Background: an optimization exercise with open tools, aiming at small area, a short achievable clock period and few clock cycles. Do not read the settings as production practice. Only simulation tests tie the RTL to the original design; equivalence was not proved. Power figures rest on the tool's default switching activity, not on a simulated workload.

Design ex_top, start of the top module:
module ex_top #(
    parameter int DATA_W = ex_pkg::DATA_W_DEF
) (
    input  logic              clk,
    input  logic              reset_i,
    input  logic              in_valid_i,
    output logic              in_ready_o,
    input  ex_pkg::alu_op_t   aluop_i,
    input  logic [DATA_W-1:0] reg1_i,
    input  logic [DATA_W-1:0] reg2_i,
    input  ex_pkg::reg_addr_t wd_i,
    input  logic              wreg_i,
    output logic              out_valid_o,
    input  logic              out_ready_i,
    output ex_pkg::reg_addr_t wd_o,
    output logic              wreg_o,
    output logic [DATA_W-1:0] wdata_o,
    output logic              overflow_o
);
clock: 25.0 ns
lec_check: 0
abc_area: 1
cap_margin: 20
core_margin: 2
core_utilization: 40
slew_margin: 20
standard.sh (not shown) runs the stock make flow with config.mk's settings and CLKGATE_MAP_FILE= SYNTH_SCRIPT=/design/flow/synth_recipe.tcl, a recipe that flattens the netlist after the stock synthesis.
==> flow/flow/run.sh <==
#!/bin/bash
# The standard layout, with repair_timing aiming at a shorter path than the
# 25 ns clock needs (a larger setup slack margin); constraints are unchanged.
set -euo pipefail
bash standard.sh SETUP_SLACK_MARGIN=19 finish > standard_flow.log 2>&1
Testbench counts at the start, summed over its fixed seeds: cycles 6,532.
Change:
==> flow/flow/run.sh (replaced) <==
#!/bin/bash
# The standard layout, with repair_timing aiming at a shorter path than the
# 25 ns clock needs (a larger setup slack margin) and plain buffers (not delay
# cells) on the ports; constraints are unchanged.
set -euo pipefail
bash standard.sh SETUP_SLACK_MARGIN=19 "BUFFER_PORTS_ARGS=-buffer_cell sky130_fd_sc_hd__buf_2" finish > standard_flow.log 2>&1
- ABC_AREA: 1 -> unset
- CORE_UTILIZATION: 40 -> 50
The new run ran to the end with no violations; setup slack improves by 0.015 ns; clock-buffer cell count goes down by 4; routed wire length came out lower by about 12%; final area decreases by about 6.5%; clock skew is lower by 0.015 ns; fmax hardly moves; utilization is higher by 7.3 points; final cell count decreases by 19%; power goes down by 10%; sequential power stays flat.
Change:
==> flow/flow/run.sh (replaced) <==
#!/bin/bash
# The standard layout, with repair_timing aiming at a shorter path than the
# 25 ns clock needs (a larger setup slack margin); constraints are unchanged.
set -euo pipefail
bash standard.sh SETUP_SLACK_MARGIN=19 finish > standard_flow.log 2>&1
- CORE_UTILIZATION: 50 -> 60
What happened: The new run produced a clean layout; combinational power is lower by a few percent; via count goes up by a few percent; sequential share of layout area falls by 0.11 points; total power goes down by a few percent.
Change:
==> flow/flow/run.sh (replaced) <==
#!/bin/bash
# The standard layout, with repair_timing aiming at a shorter path than the
# 25 ns clock needs (a larger setup slack margin) and plain buffers (not delay
# cells) on the ports; constraints are unchanged.
set -euo pipefail
bash standard.sh SETUP_SLACK_MARGIN=19 "BUFFER_PORTS_ARGS=-buffer_cell sky130_fd_sc_hd__buf_2" finish > standard_flow.log 2>&1
- CORE_UTILIZATION: 60 -> 40
- TNS_END_PERCENT: unset -> 20
What happened: The changed run finished clean; cell area came out higher by 1.8%; power came out higher by 6.6%; worst setup slack loses 0.037 ns; wire length goes up by 8.5%; sequential share of layout area goes down by 0.38 points; clock skew went up by 0.014 ns; die area is higher by 49%; clock power is higher by 16%; final cell count increases by 9.8%.

ex_top again, from the RTL that the note above started with.
clock: 25.0 ns
lec_check: 0
cap_margin: 20
core_margin: 2
core_utilization: 40
slew_margin: 20
==> flow/flow/run.sh <==
#!/bin/bash
# The standard layout, with repair_timing aiming at a shorter path than the
# 25 ns clock needs (a larger setup slack margin) and plain buffers (not delay
# cells) on the ports; constraints are unchanged.
set -euo pipefail
bash standard.sh SETUP_SLACK_MARGIN=18.85 "BUFFER_PORTS_ARGS=-buffer_cell sky130_fd_sc_hd__buf_2" finish > standard_flow.log 2>&1
The first run passed the timing, design-rule and antenna checks.
Testbench counts at the start, summed over its fixed seeds: cycles 6,532.
Change:
==> flow/flow/run.sh (replaced) <==
#!/bin/bash
# The standard layout, with repair_timing aiming at a shorter path than the
# 25 ns clock needs (a larger setup slack margin) and plain buffers (not delay
# cells) on the ports; constraints are unchanged.
set -euo pipefail
bash standard.sh SETUP_SLACK_MARGIN=19 "BUFFER_PORTS_ARGS=-buffer_cell sky130_fd_sc_hd__buf_2" finish > standard_flow.log 2>&1
Outcome: Maximum frequency grows by 0.83%; area after synthesis does not change; die area does not change; final cell count hardly moves; total power falls by 4.0%.
Change:
==> flow/flow/run.sh (replaced) <==
#!/bin/bash
# The standard layout, with repair_timing aiming at a shorter path than the
# 25 ns clock needs (a larger setup slack margin); constraints are unchanged.
set -euo pipefail
bash standard.sh SETUP_SLACK_MARGIN=19 finish > standard_flow.log 2>&1
The changed run went through all stages and came out clean. Fmax came out lower by 0.35%. Cell area is higher by 2.2%. Flip-flop and latch count is unchanged. Hold slack gets better by 0.013 ns. Routed wire length rises by 1.7%. Total power goes up by 1.5%. Clock-buffer cell count went down by 4. Critical path depth does not change. Synthesized area does not change.

[re-timing with driven ports]
Ports are ideal in the flow. The routed layouts listed here were re-timed in OpenROAD. Step 1, drivers: a clkbuf_16 drives clk and a buf_2 each remaining input, both assumed. Step 2 also shifts input and output timing later by t, the mid clock arrival at the registers, as if the neighbouring blocks saw the same clock. a / b / c = no drivers / after step 1 / after step 2; a / b = the first two.
run | t (ns) | setup slack, ns | latest minus earliest clock arrival (ns) | slew at the worst register clock pin (ns) | worst data-port slew with drivers (ns)
the first run of note 1 | 0.625 | 18.752 / 18.692 / 18.365 | 0.036 / 0.035 | 0.08 / 0.08 | 0.05
the second run of note 1 | 0.627 | 18.767 / 18.711 / 18.744 | 0.022 / 0.021 | 0.07 / 0.07 | 0.05
the third run of note 1 | 0.617 | 18.755 / 18.699 / 18.478 | 0.013 / 0.013 | 0.07 / 0.07 | 0.06
the fourth run of note 1 | 0.673 | 18.717 / 18.654 / 18.668 | 0.027 / 0.028 | 0.07 / 0.07 | 0.04
the first run of note 2 | 0.631 | 18.742 / 18.686 / 18.461 | 0.016 / 0.015 | 0.07 / 0.07 | 0.05
the second run of note 2 | 0.621 | 18.794 / 18.739 / 18.525 | 0.025 / 0.025 | 0.08 / 0.08 | 0.08
the third run of note 2 | 0.641 | 18.772 / 18.711 / 18.435 | 0.036 / 0.035 | 0.08 / 0.08 | 0.06
After both steps setup and hold are still met in every run listed. For the first run of note 1, which loses most, drivers alone change the setup slack by -0.060 ns; drivers and shift together by -0.387 ns.
